Background: an optimization exercise with open tools, aiming at small area and a short achievable clock period. Do not read the settings as production practice.
Function was checked by simulation only, so behaviour that the tests miss may differ from the original.

==> run.sh <==
#!/bin/bash
# synth_recipe.tcl (not shown) runs the flow's synth.tcl, then flattens the netlist and writes it again
# the make line also repeats each setting of config.mk as NAME=value (left out here)
make -C /OpenROAD-flow-scripts/flow DESIGN_CONFIG=/design/flow/config.mk WORK_HOME=/design/flow/orfs CLKGATE_MAP_FILE= SYNTH_SCRIPT=/design/flow/synth_recipe.tcl finish
==> config.mk <==
export PLATFORM = sky130hd
export DESIGN_NAME = peak_search_top
export DESIGN_NICKNAME = peak_search_top
export VERILOG_FILES = /design/flow/design.v
export SDC_FILE = /design/flow/constraint.sdc
export NUM_CORES = 4
export LEC_CHECK = 0
export CAP_MARGIN = 20
export CORE_MARGIN = 2
export CORE_UTILIZATION = 40
export SLEW_MARGIN = 20
==> constraint.sdc <==
create_clock -name core_clock -period 7.5 [get_ports {clk}]
set_input_delay 1.5000 -clock core_clock [delete_from_list [all_inputs] [get_ports {clk}]]
set_output_delay 1.5000 -clock core_clock [all_outputs]
set_load 0.01 [all_outputs]
==> design.v <==
`default_nettype none
package sample_pkg;
   typedef logic signed [12-1:0] sample_t;
   typedef logic [(12 + 1)-1:0] power_t;
   typedef logic [10-1:0] index_t;
   typedef logic [16-1:0] count_t;
   typedef logic [$clog2(1024):0] frame_len_t;
endpackage
`default_nettype wire
`default_nettype none
package apb_regs_pkg;
   typedef logic [31:0] apb_data_t;
   typedef logic [1:0] ctrl_t;
   typedef enum logic [8-1:0] {
      ADDR_CTRL        = 8'h00,
      ADDR_FRAME_LEN   = 8'h04,
      ADDR_STATUS      = 8'h08,
      ADDR_PEAK_POWER  = 8'h0C,
      ADDR_PEAK_INDEX  = 8'h10,
      ADDR_FRAME_COUNT = 8'h14
   } reg_addr_e;
   localparam int CTRL_ENABLE_BIT = 0;
   localparam int CTRL_IRQ_EN_BIT = 1;
   localparam int STATUS_DONE_BIT = 0;
   localparam int STATUS_BUSY_BIT = 1;
endpackage
`default_nettype wire
`timescale 1ns/1ns
`default_nettype none
module iq_power (
   input  wire                 clk,
   input  wire                 i_rst_n,
   input  wire                 i_valid,
   output logic                o_ready,
   input  wire sample_pkg::sample_t i_i,
   input  wire sample_pkg::sample_t i_q,
   output logic                o_pwr_valid,
   input  wire                 i_pwr_ready,
   output sample_pkg::power_t  o_pwr_power
);
   localparam int SQ_W = 2 * 12;
   logic signed [SQ_W-1:0] i_sq;
   logic signed [SQ_W-1:0] q_sq;
   sample_pkg::power_t                 pwr_d;
   logic                   take;
   assign i_sq = i_i * i_i;
   assign q_sq = i_q * i_q;
   assign pwr_d = (12 + 1)'(i_sq[SQ_W-2:12-1])
                + (12 + 1)'(q_sq[SQ_W-2:12-1]);
   assign o_ready = i_pwr_ready | ~o_pwr_valid;
   assign take    = i_valid & o_ready;
   always_ff @(posedge clk) begin
      if (!i_rst_n) begin
         o_pwr_valid <= 1'b0;
      end else if (take) begin
         o_pwr_valid <= 1'b1;
      end else if (i_pwr_ready) begin
         o_pwr_valid <= 1'b0;
      end
   end
   always_ff @(posedge clk) begin
      if (take) begin
         o_pwr_power <= pwr_d;
      end
   end
endmodule
`default_nettype wire
`timescale 1ns/1ns
`default_nettype none
module frame_arg_max (
   input  wire                     clk,
   input  wire                     i_rst_n,
   input  wire                     i_enable,
   input  wire sample_pkg::frame_len_t i_frame_len,
   input  wire                     i_pwr_valid,
   output logic                    o_pwr_ready,
   input  wire sample_pkg::power_t i_pwr_power,
   output logic                    o_res_valid,
   output sample_pkg::power_t      o_peak_power,
   output sample_pkg::index_t      o_peak_index,
   output sample_pkg::count_t      o_frame_count,
   input  wire                     i_res_busy,
   output logic                    o_busy
);
   typedef enum logic {
      ST_COLLECT,
      ST_HOLD
   } state_e;
   state_e     state_q;
   sample_pkg::index_t     cnt_q;
   sample_pkg::frame_len_t len_q;
   sample_pkg::frame_len_t cur_len;
   sample_pkg::power_t     max_q;
   sample_pkg::index_t     idx_q;
   sample_pkg::power_t     max_d;
   sample_pkg::index_t     idx_d;
   logic       take;
   logic       last;
   assign o_pwr_ready = i_enable && (state_q == ST_COLLECT);
   assign take        = i_pwr_valid && o_pwr_ready;
   assign cur_len = (cnt_q == '0) ? i_frame_len : len_q;
   assign last    = ({1'b0, cnt_q} == cur_len - 1'b1);
   assign o_busy = (cnt_q != '0) || (state_q == ST_HOLD);
   always_comb begin
      max_d = max_q;
      idx_d = idx_q;
      if (cnt_q == '0 || i_pwr_power > max_q) begin
         max_d = i_pwr_power;
         idx_d = cnt_q;
      end
   end
   always_ff @(posedge clk) begin
      if (!i_rst_n) begin
         state_q       <= ST_COLLECT;
         cnt_q         <= '0;
         o_res_valid   <= 1'b0;
         o_frame_count <= '0;
      end else begin
         o_res_valid <= 1'b0;
         case (state_q)
            ST_COLLECT: begin
               if (take) begin
                  if (last) begin
                     cnt_q         <= '0;
                     o_frame_count <= o_frame_count + 1'b1;
                     if (i_res_busy || o_res_valid) begin
                        state_q <= ST_HOLD;
                     end else begin
                        o_res_valid <= 1'b1;
                     end
                  end else begin
                     cnt_q <= cnt_q + 1'b1;
                  end
               end
            end
            ST_HOLD: begin
               if (!i_res_busy) begin
                  state_q     <= ST_COLLECT;
                  o_res_valid <= 1'b1;
               end
            end
            default: state_q <= ST_COLLECT;
         endcase
      end
   end
   always_ff @(posedge clk) begin
      if (take) begin
         max_q <= max_d;
         idx_q <= idx_d;
         if (cnt_q == '0) begin
            len_q <= i_frame_len;
         end
         if (last) begin
            o_peak_power <= max_d;
            o_peak_index <= idx_d;
         end
      end
   end
endmodule
`default_nettype wire
`timescale 1ns/1ns
`default_nettype none
module peak_apb_regs (
   input  wire                      clk,
   input  wire                      i_rst_n,
   input  wire                      i_psel,
   input  wire                      i_penable,
   input  wire                      i_pwrite,
   input  wire logic [8-1:0]  i_paddr,
   input  wire apb_regs_pkg::apb_data_t i_pwdata,
   output apb_regs_pkg::apb_data_t  o_prdata,
   output logic                     o_pready,
   output logic                     o_pslverr,
   output logic                     o_enable,
   output sample_pkg::frame_len_t   o_frame_len,
   input  wire                      i_res_valid,
   input  wire sample_pkg::power_t  i_peak_power,
   input  wire sample_pkg::index_t  i_peak_index,
   input  wire sample_pkg::count_t  i_frame_count,
   input  wire                      i_busy,
   output logic                     o_res_busy,
   output logic                     o_irq
);
   apb_regs_pkg::ctrl_t      ctrl_q;
   sample_pkg::frame_len_t frame_len_q;
   logic       done_q;
   logic       irq_q;
   sample_pkg::power_t     peak_power_q;
   sample_pkg::index_t     peak_index_q;
   sample_pkg::count_t     frame_count_q;
   logic [8-1:0] addr;
   logic       access;
   logic       mapped;
   logic       wr_en;
   apb_regs_pkg::apb_data_t  rdata;
   localparam int FL_W = $clog2(1024) + 1;
   function automatic sample_pkg::frame_len_t clamp_len(input apb_regs_pkg::apb_data_t wdata);
      if (wdata == '0 || wdata > 1024) begin
         clamp_len = 1024;
      end else begin
         clamp_len = wdata[FL_W-1:0];
      end
   endfunction
   assign addr   = i_paddr;
   assign access = i_psel & i_penable;
   assign wr_en  = access & i_pwrite & mapped;
   always_comb begin
      mapped = 1'b1;
      rdata  = '0;
      case (addr)
         apb_regs_pkg::ADDR_CTRL:        rdata = 32'(ctrl_q);
         apb_regs_pkg::ADDR_FRAME_LEN:   rdata = 32'(frame_len_q);
         apb_regs_pkg::ADDR_STATUS: begin
            rdata[apb_regs_pkg::STATUS_DONE_BIT] = done_q;
            rdata[apb_regs_pkg::STATUS_BUSY_BIT] = i_busy;
         end
         apb_regs_pkg::ADDR_PEAK_POWER:  rdata = 32'(peak_power_q);
         apb_regs_pkg::ADDR_PEAK_INDEX:  rdata = 32'(peak_index_q);
         apb_regs_pkg::ADDR_FRAME_COUNT: rdata = 32'(frame_count_q);
         default:          mapped = 1'b0;
      endcase
   end
   assign o_prdata  = rdata;
   assign o_pready  = 1'b1;
   assign o_pslverr = access & ~mapped;
   always_ff @(posedge clk) begin
      if (!i_rst_n) begin
         ctrl_q        <= '0;
         frame_len_q   <= 1024;
         done_q        <= 1'b0;
         irq_q         <= 1'b0;
         frame_count_q <= '0;
      end else begin
         irq_q <= done_q & ctrl_q[apb_regs_pkg::CTRL_IRQ_EN_BIT];
         if (wr_en && addr == apb_regs_pkg::ADDR_CTRL) begin
            ctrl_q <= i_pwdata[1:0];
         end
         if (wr_en && addr == apb_regs_pkg::ADDR_FRAME_LEN) begin
            frame_len_q <= clamp_len(i_pwdata);
         end
         if (i_res_valid) begin
            done_q        <= 1'b1;
            frame_count_q <= i_frame_count;
         end else if (wr_en && addr == apb_regs_pkg::ADDR_STATUS && i_pwdata[apb_regs_pkg::STATUS_DONE_BIT]) begin
            done_q <= 1'b0;
         end
      end
   end
   always_ff @(posedge clk) begin
      if (i_res_valid) begin
         peak_power_q <= i_peak_power;
         peak_index_q <= i_peak_index;
      end
   end
   assign o_enable    = ctrl_q[apb_regs_pkg::CTRL_ENABLE_BIT];
   assign o_frame_len = frame_len_q;
   assign o_res_busy  = done_q;
   assign o_irq       = irq_q;
endmodule
`default_nettype wire
`timescale 1ns/1ns
`default_nettype none
module peak_search_top (
   input  wire                      clk,
   input  wire                      i_rst_n,
   input  wire                      i_s_valid,
   output wire                      o_s_ready,
   input  wire sample_pkg::sample_t i_s_i,
   input  wire sample_pkg::sample_t i_s_q,
   input  wire                      i_psel,
   input  wire                      i_penable,
   input  wire                      i_pwrite,
   input  wire logic [8-1:0]  i_paddr,
   input  wire apb_regs_pkg::apb_data_t i_pwdata,
   output wire apb_regs_pkg::apb_data_t o_prdata,
   output wire                      o_pready,
   output wire                      o_pslverr,
   output wire                      o_irq
);
   logic       enable;
   sample_pkg::frame_len_t frame_len;
   logic       res_valid;
   sample_pkg::power_t     peak_power;
   sample_pkg::index_t     peak_index;
   sample_pkg::count_t     frame_count;
   logic       res_busy;
   logic       busy;
   logic       pwr_valid;
   logic       pwr_ready;
   sample_pkg::power_t     pwr_power;
   iq_power power0 (
      .clk     (clk),
      .i_rst_n (i_rst_n),
      .i_valid (i_s_valid),
      .o_ready (o_s_ready),
      .i_i     (i_s_i),
      .i_q     (i_s_q),
      .o_pwr_valid (pwr_valid),
      .i_pwr_ready (pwr_ready),
      .o_pwr_power (pwr_power)
   );
   frame_arg_max search0 (
      .clk           (clk),
      .i_rst_n       (i_rst_n),
      .i_enable      (enable),
      .i_frame_len   (frame_len),
      .i_pwr_valid   (pwr_valid),
      .o_pwr_ready   (pwr_ready),
      .i_pwr_power   (pwr_power),
      .o_res_valid   (res_valid),
      .o_peak_power  (peak_power),
      .o_peak_index  (peak_index),
      .o_frame_count (frame_count),
      .i_res_busy    (res_busy),
      .o_busy        (busy)
   );
   peak_apb_regs regs0 (
      .clk           (clk),
      .i_rst_n       (i_rst_n),
      .i_psel        (i_psel),
      .i_penable     (i_penable),
      .i_pwrite      (i_pwrite),
      .i_paddr       (i_paddr),
      .i_pwdata      (i_pwdata),
      .o_prdata      (o_prdata),
      .o_pready      (o_pready),
      .o_pslverr     (o_pslverr),
      .o_enable      (enable),
      .o_frame_len   (frame_len),
      .i_res_valid   (res_valid),
      .i_peak_power  (peak_power),
      .i_peak_index  (peak_index),
      .i_frame_count (frame_count),
      .i_busy        (busy),
      .o_res_busy    (res_busy),
      .o_irq         (o_irq)
   );
endmodule
`default_nettype wire
==> results.ini <==
[global_route]
grt_pass1_vias=12604
top_usage_layer=met2
antenna_found_initial=0
grt_pass1_wl_um=60200
use_met1_pct=21.9
grt_max_degree=46
gr-usage-met2_pct=30.4
grt_use_total_pct=16.8
grt.met3_usage_pct=2.19
grt-ovfl-total=0

[logic_synthesis]
ys_types=69
ys_warn_count=3
syn_area_um2=16600
ys_ff_latch=153
synth_area_per_cell_um2=9.87
async_reset_ff_share_pct=0
postSynthCellCount=1685
seq_area_frac_synth_pct=24.0
synthFlopType=edfxtp_1
synth-edff-count=93

[clock_tree]
cts_buffers=17
cts_max_path_buffers=2
clk_latency_ns=0.43
cts_tree=built
clockRootBuffer=clkbuf_16
cts_sinks=153
cts_htree_levels=4
clk_pin_slew_worst_paths_ns=0.07

[die]
die_area_um2=43200
die_x_um=208
die_h_um=208
core_area_um2=40900
io_pins=106
start_util_pct=40.6
row_count=74

[sta]
finalCritPeriodShare_pct=95.9
fmax_mhz=139
setup-tns-final_ns=0
worst_pin_slew_ns=0.953
fin_crit_ns=7.19
worst_slack_ns=0.308
final_hold_viol_count=0
max_slew_margin_pct=36.3
setup_violations=0
fin_skew_ns=0.0131
drv_slew=0

[worst_setup_path]
critical_path_class=input pin to register
cp_data_arrival_time_ns=7.35
worstPathRequired_ns=7.66
cp_max_fo=7
cp-end-kind=register
cp-start-kind=input pin

[route]
wirelength_um=35300
drt_iter0_drc=537
ant_nets=0
firstDrtPassIters=5
route.detailed.drc=0
num_vias=11996
avgViaCountPerCell=4.84
wire_per_inst_um=14.2

[cells_and_area]
stdcell_area_um2=20100
finalNonFillerCells=2476
final_nets=2367
diodes=0
drive_above_1_share_pct=18.1
syn2layout_area_growth_pct=21.1
fillers=3812

[job]
drv_cap=0

[placement]
dp.cells=2437
post-place-ws_ns=-0.974
place_congestion=0.851
port_buffers=88
hpwl_um=28900
place_area_um2=19300

[run_status]
status=finished clean

[worst_hold_path]
min_path_type=register to register

## per-layer routing
metal  wire length (um)  up-vias
met2              18100      204
met3               1270       23
met1              15600     5983
met4                327        0
li1                   -     5786
met5                  0        -
## flip-flops by register name, summed over array words and instances (netlist names), 2 cells and up
signal	count
power0.o_pwr_power	13
regs0.ctrl_q	2
regs0.frame_count_q	16
regs0.frame_len_q	11
regs0.peak_index_q	10
regs0.peak_power_q	13
search0.cnt_q	10
search0.idx_q	10
search0.len_q	11
search0.max_q	13
search0.o_frame_count	16
search0.o_peak_index	10
search0.o_peak_power	13
## kinds of logic after synthesis
family	after synthesis	synth area share (%)
other	2	0.0451
XOR/XNOR	74	3.90
AND/OR/NAND/NOR	449	13.6
flip-flops	153	24.0
multiplexers	71	4.64
AO/OA/AOI/OAI	139	5.37
buffers and inverters	431	10.3
adder cells (fa/ha/maj)	366	38.1
## worst max-delay path, stage by stage
cell and delay [ns]:
clkbuf_2 0.15, buf_4 0.18, and2_4 0.15, fa_1 0.53
inv_1 0.05, fa_1 0.47, inv_1 0.05, fa_1 0.50
fa_1 0.54, inv_1 0.05, fa_1 0.53, inv_1 0.06
ha_4 0.24, o21a_1 0.16, nor2_1 0.13, a21oi_2 0.07
and2_4 0.18, o21a_1 0.20, nor2_2 0.14, xnor2_1 0.15
ha_1 0.27, a21boi_1 0.15, o21ai_1 0.20, a21boi_2 0.08
o21ai_1 0.13, nand2b_1 0.10, a311oi_2 0.28, a21oi_1 0.12
## layout by cell type (no fill, tap or decap), drive strengths merged, types with 54 or more instances in the layout
cell	n
inv	364
fa	235
buf	197
nand2	132
ha	131
nor2	112
edfxtp	93
and2	70
clkdlybuf4s50	64
dfxtp	60
xnor2	54
## cell type report
cell class                      count  area, um^2  share of cell area, %
Clock buffer                       22         505                   2.51
Inverter                          358        1340                   6.67
Tap cell                          532         666                   3.31
Multi-Input combinational cell   1116       11200                   55.8
Timing Repair Buffer              285        2300                   11.4
Clock inverter                     10        97.6                  0.485
Sequential cell                   153        4000                   19.9
## per-stage QoR
step | hold slack [ns] | util, %
3_3_place_gp | 0.401 | 47.2
2_1_floorplan | 0.400 | -
6_report | 0.414 | 49.2
4_1_cts | 0.415 | 48.9
5_1_grt | 0.421 | 49.2
3_5_place_dp | 0.405 | 47.2
## worst paths after layout
check	endpoint	start	slack (ns)	depth (start not counted)
setup / recovery	power0.o_pwr_power[12]	i_s_q[2]	0.31	28
hold / removal	regs0.peak_power_q[7]	search0.o_peak_power[7]	0.41	0
setup reg to reg	search0.o_frame_count[12]	search0.cnt_q[0]	2.72	14
hold reg to reg	regs0.peak_power_q[7]	search0.o_peak_power[7]	0.41	0
## synth_stat cells (12+ instances only)
library cell  count  share of area (%)
nor2_1          112                2.5
xor2_1           20                1.1
o21ai_0          28               0.84
and2_1           70                2.6
a22oi_1          12               0.54
xnor2_1          54                2.8
a21oi_1          41                1.2
nand3_1          20               0.60
nand4_1          13               0.49
and3_1           14               0.53
ha_1            131                9.9
edfxtp_1         93                 17
fa_1            235                 28
inv_1           356                8.0
nand2_1         131                3.0
mux2i_1          40                2.4
clkbuf_1         43               0.97
dfxtp_1          60                7.2
nor3_1           17               0.51
mux2_2           29                2.0
buf_4            19               0.86
## repair_timing
item	4_1_cts	5_1_grt
hold buffers	0	0
resized for setup	46	87
cloned	0	2
buffers inserted	3	2
pin swaps	17	30
setup endpoints to repair	7	6

==> port drivers added, routing unchanged <==
In the flow no input, the clock included, has a driving cell. The finished layout below was timed again as built, in two steps. Step 1 assumes that a clkbuf_16 drives the clock port and a buf_2 every other input. Step 2 adds t to the input delays and takes it off the output delays; t is the mean of the earliest and latest rising clock arrival at the registers after step 1. Input paths then give back, and output paths get back, about the clock's delay inside the block. a / b / c = ideal ports / drivers / drivers and shift; a / b = the first two.
shift t [ns]: 0.466
setup WS [ns]: 0.308 / 0.333 / -0.133
latest minus earliest clock arrival (ns): 0.013 / 0.013
Met with ideal ports but missed after step 2: setup timing in this run. For this run, drivers alone change the setup slack by +0.025 ns; drivers and shift together by -0.441 ns.
